This is an optimization exercise on Yosys and OpenROAD, whose aim is small area, a short achievable clock period and few clock cycles per item, not a production implementation. RTL that was checked went through simulation tests only; none was proved equivalent to the original.

==> job 5293 <==
## conv3x3_stream_engine
module conv3x3_stream_engine #(
    parameter int BIT_DEPTH = 8,
    parameter int IMG_W     = 28,
    parameter int IMG_H     = 28,
    parameter int ACC_W     = 20,
    parameter int ADDR_W    = 10
) (
    input  logic                 clk,
    input  logic                 rst,
    input  logic                 kernel_wr_en,
    input  logic [3:0]           kernel_wr_addr,
    input  logic [BIT_DEPTH-1:0] kernel_wr_data,
    input  logic                 start,
    input  logic [1:0]           stride,
    input  logic                 relu_en,
    input  logic [4:0]           shift_amt,
    input  logic                 pix_valid,
    input  logic [BIT_DEPTH-1:0] pix_data,
    output logic                 pix_ready,
    output logic                 out_valid,
    output logic [BIT_DEPTH-1:0] out_data,
    output logic [ADDR_W-1:0]    out_addr,
    input  logic                 out_ready,
    output logic                 busy,
    output logic                 done
);
Settings: LEC_CHECK=0, CAP_MARGIN=30, CORE_MARGIN=2, CORE_UTILIZATION=60, CTS_BUF_LIST=sky130_fd_sc_hd__clkbuf_8, CTS_CLUSTER_DIAMETER=50, CTS_CLUSTER_SIZE=14, SLEW_MARGIN=40, SYNTH_HIERARCHICAL=1; clock period 13.0 ns.
standard.sh (not shown) runs the stock make flow with config.mk's settings and CLKGATE_MAP_FILE= SYNTH_SCRIPT=/design/flow/synth_recipe.tcl, a recipe that flattens the netlist after the stock synthesis.
==> flow/flow/run.sh <==
#!/bin/bash
# Own layout flow: the standard synthesis and layout, with two changes to
# how the layout is made:
#  - ports are buffered with sky130_fd_sc_hd__buf_2 instead of the default
#    buffer the flow picks (a slow clock-delay cell);
#  - delay cells (clkdlybuf*, dlygate*, dlymetal*) are not used by the
#    resizer's slew/capacitance repair on signal nets.
# Each run of standard.sh writes its full output to a log file here.
set -euo pipefail
bash standard.sh synth > synth.log 2>&1
export BUFFER_PORTS_ARGS="-buffer_cell sky130_fd_sc_hd__buf_2"
export DONT_USE_CELLS="sky130_fd_sc_hd__clkdlybuf4s15_1 sky130_fd_sc_hd__clkdlybuf4s15_2 sky130_fd_sc_hd__clkdlybuf4s18_1 sky130_fd_sc_hd__clkdlybuf4s18_2 sky130_fd_sc_hd__clkdlybuf4s25_1 sky130_fd_sc_hd__clkdlybuf4s25_2 sky130_fd_sc_hd__clkdlybuf4s50_1 sky130_fd_sc_hd__clkdlybuf4s50_2 sky130_fd_sc_hd__dlygate4sd1_1 sky130_fd_sc_hd__dlygate4sd2_1 sky130_fd_sc_hd__dlygate4sd3_1 sky130_fd_sc_hd__dlymetal6s2s_1 sky130_fd_sc_hd__dlymetal6s4s_1 sky130_fd_sc_hd__dlymetal6s6s_1"
bash standard.sh > layout.log 2>&1
==> job 4869: changes against job 5293 <==
==> flow/config.mk (replaced) <==
export PLATFORM = sky130hd
export DESIGN_NAME = conv3x3_stream_engine
export DESIGN_NICKNAME = conv3x3_stream_engine
export VERILOG_FILES = /design/flow/design.v
export SDC_FILE = /design/flow/constraint.sdc
export NUM_CORES = 4
export LEC_CHECK = 0
export CAP_MARGIN = 50
export CORE_MARGIN = 2
export CORE_UTILIZATION = 40
export CTS_BUF_LIST = sky130_fd_sc_hd__clkbuf_8
export CTS_CLUSTER_DIAMETER = 50
export CTS_CLUSTER_SIZE = 14
export SLEW_MARGIN = 70
export SYNTH_HIERARCHICAL = 1
==> job 848: changes against job 5293 <==
--- a/flow/design.v
+++ b/flow/design.v
@@ -94,28 +94,19 @@
                 col_in <= 5'd0;
                 row_in <= row_in + 5'd1;
             end else begin
                 col_in <= col_in + 5'd1;
             end
         end
     end
-    logic       rst_q, kw_v;
-    logic [3:0] kw_a;
-    logic [7:0] kw_d;
-    always_ff @(posedge clk) begin
-        rst_q <= rst;
-        kw_a  <= kernel_wr_addr;
-        kw_d  <= kernel_wr_data;
-        if (!rst) kw_v <= 1'b0;
-        else      kw_v <= !bsy && kernel_wr_en && (kernel_wr_addr < 4'd9);
-    end
-    wire [7:0] kw_dr = rst_q ? kw_d : 8'd0;
+    wire [7:0] kw_dr = rst ? kernel_wr_data : 8'd0;
+    wire       kw_go = !bsy && kernel_wr_en;
     always_ff @(posedge clk) begin
         for (int i = 0; i < 9; i++) begin
-            if (!rst_q || (kw_v && kw_a == 4'(i))) kr[i] <= kw_dr;
+            if (!rst || (kw_go && kernel_wr_addr == 4'(i))) kr[i] <= kw_dr;
         end
     end
     logic [7:0]      px_d;
     logic            px_v, px_e;
     logic [8*58-1:0] lbc;
     always_ff @(posedge clk) begin
         px_d <= pix_data;
==> flow/flow/run.sh (replaced) <==
#!/bin/bash
# Own layout flow: the standard synthesis and layout, with two changes to
# how the layout is made:
#  - ports are buffered with sky130_fd_sc_hd__buf_2 instead of the default
#    buffer the flow picks (a slow clock-delay cell);
#  - delay cells (clkdlybuf*, dlygate*, dlymetal*) are not used by the
#    resizer's slew/capacitance repair on signal nets;
#  - the resizer's setup repair aims for 9.15 ns of slack at the design's
#    13 ns clock, so that it resizes the few gates on paths slower than that.
# Each run of standard.sh writes its full output to a log file here.
set -euo pipefail
bash standard.sh synth > synth.log 2>&1
export BUFFER_PORTS_ARGS="-buffer_cell sky130_fd_sc_hd__buf_2"
export DONT_USE_CELLS="sky130_fd_sc_hd__clkdlybuf4s15_1 sky130_fd_sc_hd__clkdlybuf4s15_2 sky130_fd_sc_hd__clkdlybuf4s18_1 sky130_fd_sc_hd__clkdlybuf4s18_2 sky130_fd_sc_hd__clkdlybuf4s25_1 sky130_fd_sc_hd__clkdlybuf4s25_2 sky130_fd_sc_hd__clkdlybuf4s50_1 sky130_fd_sc_hd__clkdlybuf4s50_2 sky130_fd_sc_hd__dlygate4sd1_1 sky130_fd_sc_hd__dlygate4sd2_1 sky130_fd_sc_hd__dlygate4sd3_1 sky130_fd_sc_hd__dlymetal6s2s_1 sky130_fd_sc_hd__dlymetal6s4s_1 sky130_fd_sc_hd__dlymetal6s6s_1"
export SETUP_SLACK_MARGIN=9.15
bash standard.sh > layout.log 2>&1
==> flow/config.mk (replaced) <==
export PLATFORM = sky130hd
export DESIGN_NAME = conv3x3_stream_engine
export DESIGN_NICKNAME = conv3x3_stream_engine
export VERILOG_FILES = /design/flow/design.v
export SDC_FILE = /design/flow/constraint.sdc
export NUM_CORES = 4
export LEC_CHECK = 0
export CAP_MARGIN = 40
export CORE_MARGIN = 2
export CORE_UTILIZATION = 60
export CTS_BUF_LIST = sky130_fd_sc_hd__clkbuf_8
export CTS_CLUSTER_DIAMETER = 50
export CTS_CLUSTER_SIZE = 14
export SLEW_MARGIN = 55
export SYNTH_HIERARCHICAL = 1
==> comparison table <==
Outcome: job 5293 no timing/DRC/antenna violations; job 848 no timing/DRC/antenna violations; job 4869 no timing/DRC/antenna violations
CTS Buf Count: job 5293 76; job 848 75; job 4869 79
Antenna violations before repair: job 5293 9; job 848 4; job 4869 3
Dpl cells: job 5293 3386; job 848 3359; job 4869 3982
Area grow syn2layout: job 5293 6.43%; job 848 8.46%; job 4869 11.4%
Final Critical Period: job 5293 4.07 ns; job 848 3.86 ns; job 4869 3.92 ns
Via count of the first global-routing pass: job 5293 22900; job 848 22800; job 4869 23700
Clock-cell share: job 5293 3.79%; job 848 3.70%; job 4869 3.74%
Data buffer area share: job 5293 1.15%; job 848 2.66%; job 4869 3.93%
Length of routed wiring on met1: job 5293 38.4 mm; job 848 38.1 mm; job 4869 41.7 mm
TAP cells: job 5293 855; job 848 846; job 4869 1276
Routed wl met3: job 5293 12.8 mm; job 848 12.4 mm; job 4869 9.45 mm
Capture endpoint of the worst hold path: job 5293 lbc[26]$_DFFE_PP_; job 848 sum[0]$_DFF_P_; job 4869 sum[0]$_DFF_P_
Overall die height: job 5293 259 um; job 848 258 um; job 4869 316 um
Testbench counts of job 5293, summed over its fixed seeds: cycles 25,476, items 14,027.
Testbench counts of job 4869, summed over its fixed seeds: cycles 25,476, items 14,027.
Testbench counts of job 848, summed over its fixed seeds: cycles 25,476, items 14,027.


==> build 11 <==
Another version of the RTL of conv3x3_stream_engine (not shown whole).
Design conv3x3_stream_engine, start of the top module:
module conv3x3_stream_engine #(
    parameter int BIT_DEPTH = 8,
    parameter int IMG_W     = 28,
    parameter int IMG_H     = 28,
    parameter int ACC_W     = 20,
    parameter int ADDR_W    = 10
) (
    input  logic                 clk,
    input  logic                 rst,
    input  logic                 kernel_wr_en,
    input  logic [3:0]           kernel_wr_addr,
    input  logic [BIT_DEPTH-1:0] kernel_wr_data,
    input  logic                 start,
    input  logic [1:0]           stride,
    input  logic                 relu_en,
    input  logic [4:0]           shift_amt,
    input  logic                 pix_valid,
    input  logic [BIT_DEPTH-1:0] pix_data,
    output logic                 pix_ready,
    output logic                 out_valid,
    output logic [BIT_DEPTH-1:0] out_data,
    output logic [ADDR_W-1:0]    out_addr,
    input  logic                 out_ready,
    output logic                 busy,
    output logic                 done
);
Settings: LEC_CHECK=0, CAP_MARGIN=30, CORE_MARGIN=2, CORE_UTILIZATION=40, CTS_BUF_LIST=sky130_fd_sc_hd__clkbuf_8, CTS_CLUSTER_DIAMETER=50, CTS_CLUSTER_SIZE=14, SLEW_MARGIN=40, SYNTH_HIERARCHICAL=1; clock period 13.0 ns.
==> flow/flow/run.sh <==
#!/bin/bash
# Own layout flow: the standard synthesis and layout, with two changes to
# how the layout is made:
#  - ports are buffered with sky130_fd_sc_hd__buf_2 instead of the default
#    buffer the flow picks (a slow clock-delay cell);
#  - delay cells (clkdlybuf*, dlygate*, dlymetal*) are not used by the
#    resizer's slew/capacitance repair on signal nets.
# Each run of standard.sh writes its full output to a log file here.
set -euo pipefail
bash standard.sh synth > synth.log 2>&1
export BUFFER_PORTS_ARGS="-buffer_cell sky130_fd_sc_hd__buf_2"
export DONT_USE_CELLS="sky130_fd_sc_hd__clkdlybuf4s15_1 sky130_fd_sc_hd__clkdlybuf4s15_2 sky130_fd_sc_hd__clkdlybuf4s18_1 sky130_fd_sc_hd__clkdlybuf4s18_2 sky130_fd_sc_hd__clkdlybuf4s25_1 sky130_fd_sc_hd__clkdlybuf4s25_2 sky130_fd_sc_hd__clkdlybuf4s50_1 sky130_fd_sc_hd__clkdlybuf4s50_2 sky130_fd_sc_hd__dlygate4sd1_1 sky130_fd_sc_hd__dlygate4sd2_1 sky130_fd_sc_hd__dlygate4sd3_1 sky130_fd_sc_hd__dlymetal6s2s_1 sky130_fd_sc_hd__dlymetal6s4s_1 sky130_fd_sc_hd__dlymetal6s6s_1"
bash standard.sh > layout.log 2>&1
==> inputs of build 98, as changes to build 11 <==
--- a/flow/design.v
+++ b/flow/design.v
@@ -22,68 +22,63 @@
     output logic [ADDR_W-1:0]    out_addr,
     input  logic                 out_ready,
     output logic                 busy,
     output logic                 done
 );
     localparam int QD  = 4;
     localparam int CAP = QD + 1;
-    logic       busy_r, done_r, pix_ready_r, out_valid_r;
-    logic       idle_i, ndone_i, nrdy_i, nov_i;
-    logic       all_in;
+    logic       busy_r, done_r, pix_ready_r, all_in;
     logic       stride2_r, relu_r;
     logic [4:0] shift_r;
     logic [4:0] col_in, row_in;
     logic [CAP-1:0] nth;         
     logic [7:0] kr [0:8];
-    wire bsy = !idle_i, dn = !ndone_i, rdy = !nrdy_i, ov = !nov_i;
+    logic       out_valid_r;
     logic start_go, accept, deliver, emit_in, last_in, inc;
     logic all_in_next, done_next;
     logic [CAP-1:0] nth_next;
-    assign start_go = !bsy && start;
-    assign accept   = pix_valid && rdy;
-    assign deliver  = ov && out_ready;
+    assign start_go = !busy_r && start;
+    assign accept   = pix_valid && pix_ready_r;
+    assign deliver  = out_valid_r && out_ready;
     assign emit_in  = (row_in >= 5'd2) && (col_in >= 5'd2) &&
                       (!stride2_r || (!row_in[0] && !col_in[0]));
     assign last_in  = (col_in == 5'd27) && (row_in == 5'd27);
     assign inc      = accept && emit_in;
     always_comb begin
         case ({inc, deliver})
             2'b10:   nth_next = {nth[CAP-2:0], 1'b1};
             2'b01:   nth_next = {1'b0, nth[CAP-1:1]};
             default: nth_next = nth;
         endcase
     end
     assign all_in_next = all_in || (accept && last_in);
-    assign done_next   = bsy && !dn && all_in_next && !nth_next[0];
-    wire busy_nx = start_go || (bsy && !dn);
-    wire done_nx = !start_go && done_next;
-    wire rdy_nx  = start_go || (bsy && !dn && !all_in_next && !nth_next[CAP-1]);
-    wire all_nx  = !start_go && all_in_next;
+    assign done_next   = busy_r && !done_r && all_in_next && !nth_next[0];
     assign busy      = busy_r;
     assign done      = done_r;
     assign pix_ready = pix_ready_r;
     always_ff @(posedge clk) begin
         if (!rst) begin
             busy_r      <= 1'b0;
             done_r      <= 1'b0;
             pix_ready_r <= 1'b0;
-            idle_i      <= 1'b1;
-            ndone_i     <= 1'b1;
-            nrdy_i      <= 1'b1;
             all_in      <= 1'b0;
             nth         <= '0;
         end else begin
-            busy_r      <= busy_nx;
-            done_r      <= done_nx;
-            pix_ready_r <= rdy_nx;
-            idle_i      <= !busy_nx;
-            ndone_i     <= !done_nx;
-            nrdy_i      <= !rdy_nx;
-            all_in      <= all_nx;
-            nth         <= nth_next;
+            nth <= nth_next;
+            if (start_go) begin
+                busy_r      <= 1'b1;
+                done_r      <= 1'b0;
+                pix_ready_r <= 1'b1;
+                all_in      <= 1'b0;
+            end else begin
+                busy_r      <= busy_r && !done_r;
+                done_r      <= done_next;
+                all_in      <= all_in_next;
+                pix_ready_r <= busy_r && !done_r && !all_in_next && !nth_next[CAP-1];
+            end
         end
     end
     always_ff @(posedge clk) begin
         if (start_go) begin
             stride2_r <= (stride == 2'd2);
             relu_r    <= relu_en;
             shift_r   <= shift_amt;
@@ -102,20 +97,21 @@
     logic [3:0] kw_a;
     logic [7:0] kw_d;
     always_ff @(posedge clk) begin
         rst_q <= rst;
         kw_a  <= kernel_wr_addr;
         kw_d  <= kernel_wr_data;
         if (!rst) kw_v <= 1'b0;
-        else      kw_v <= !bsy && kernel_wr_en && (kernel_wr_addr < 4'd9);
+        else      kw_v <= !busy_r && kernel_wr_en && (kernel_wr_addr < 4'd9);
     end
-    wire [7:0] kw_dr = rst_q ? kw_d : 8'd0;
     always_ff @(posedge clk) begin
-        for (int i = 0; i < 9; i++) begin
-            if (!rst_q || (kw_v && kw_a == 4'(i))) kr[i] <= kw_dr;
+        if (!rst_q) begin
+            for (int i = 0; i < 9; i++) kr[i] <= 8'd0;
+        end else if (kw_v) begin
+            kr[kw_a] <= kw_d;
         end
     end
     logic [7:0]      px_d;
     logic            px_v, px_e;
     logic [8*58-1:0] lbc;
     always_ff @(posedge clk) begin
         px_d <= pix_data;
@@ -2118,31 +2114,27 @@
     end
     logic [7:0]  out_data_r;
     logic [9:0]  out_addr_r;
     logic [7:0]  q [0:QD-1];
     logic [QD-1:0] qv;
     logic pop, push;
     assign pop  = qv[0] && out_ready;
-    assign push = vs && (qv[0] || (ov && !out_ready));
+    assign push = vs && (qv[0] || (out_valid_r && !out_ready));
     always_ff @(posedge clk) begin
         if (!rst) begin
             out_valid_r <= 1'b0;
-            nov_i       <= 1'b1;
             qv          <= '0;
         end else begin
-            if (!ov || out_ready) begin
-                out_valid_r <= qv[0] || vs;
-                nov_i       <= !(qv[0] || vs);
-            end
+            if (!out_valid_r || out_ready) out_valid_r <= qv[0] || vs;
             if (pop && !push)      qv <= {1'b0, qv[QD-1:1]};
             else if (push && !pop) qv <= {qv[QD-2:0], 1'b1};
         end
     end
     always_ff @(posedge clk) begin
-        if (!ov || out_ready) out_data_r <= qv[0] ? q[0] : res;
+        if (!out_valid_r || out_ready) out_data_r <= qv[0] ? q[0] : res;
         for (int i = 0; i < QD; i++) begin
             if (pop) begin
                 if (push && qv[i] && (i == QD - 1 || !qv[(i + 1) % QD])) q[i] <= res;
                 else if (i < QD - 1)                                       q[i] <= q[(i + 1) % QD];
             end else if (push && !qv[i] && (i == 0 || qv[(i + QD - 1) % QD])) begin
                 q[i] <= res;
             end
Settings changed: CAP_MARGIN 30 to 50, CTS_BUF_LIST sky130_fd_sc_hd__clkbuf_8 to sky130_fd_sc_hd__clkbuf_4 sky130_fd_sc_hd__clkbuf_8 sky130_fd_sc_hd__clkbuf_16, CTS_CLUSTER_DIAMETER 50 to 60, CTS_CLUSTER_SIZE 14 to 16, SLEW_MARGIN 40 to 70.
==> run summary <==
Non-clock buffer count: build 11 is lower than build 98 (147).
Synthesized cell count: build 98 is lower than build 11 (0.26%).
Worst setup slack: build 98 is better than build 11 (130 ps).
In build 98 the register-to-register slack is better than in build 11, by 130 ps.
Against build 11, the core utilization of build 98 is higher by 2.0 points.
In build 98 the clock-buffer cell count is higher than in build 11, by 9.
Against build 98, the first-iteration DRC count of build 11 is higher by 8.8%.
Global-route usage: build 98 is lower than build 11 (1.3 points).
Testbench counts of build 98, summed over its fixed seeds: cycles 25,476, items 14,027.
Only the layout flow was run in build 11; the RTL was not checked for function there.

-- afterwards: timing with drivers on the ports --
The results above use ideal ports. As a check the final layouts listed here were re-extracted and re-timed, cells and wires unchanged. Step 1 sets driving cells, clkbuf_16 on the clock port and buf_2 on the other inputs (assumed; they add their load-dependent delay and slew). Step 2 adds t to the input delays and takes it off the output delays; t is the mean of the earliest and latest rising clock arrival at the registers after step 1. Input paths then give back, and output paths get back, about the clock's delay inside the block. Slacks: no drivers / after step 1 / after step 2; pairs: no drivers / after step 1.
| run | t (ns) | setup slack, ns | worst setup path after step 2 | clock arrival spread, ns | worst slew at a driven data input, ns |
|---|---|---|---|---|---|
| job 5293 | 0.752 | 8.926 / 8.963 / 8.211 | input to register | 0.088 / 0.088 | 0.04 |
| job 4869 | 0.791 | 9.079 / 9.017 / 8.376 | input to register | 0.057 / 0.058 | 0.06 |
| job 848 | 0.734 | 9.138 / 9.138 / 8.599 | input to register | 0.065 / 0.066 | 0.05 |
| build 11 | 0.792 | 8.982 / 8.982 / 8.298 | input to register | 0.050 / 0.049 | 0.06 |
| build 98 | 0.695 | 9.110 / 9.046 / 8.537 | input to register | 0.055 / 0.054 | 0.04 |
After both steps setup and hold are still met in every run listed. The setup slack of job 5293, which loses most, moves by +0.037 ns with the drivers and by -0.715 ns with both steps.
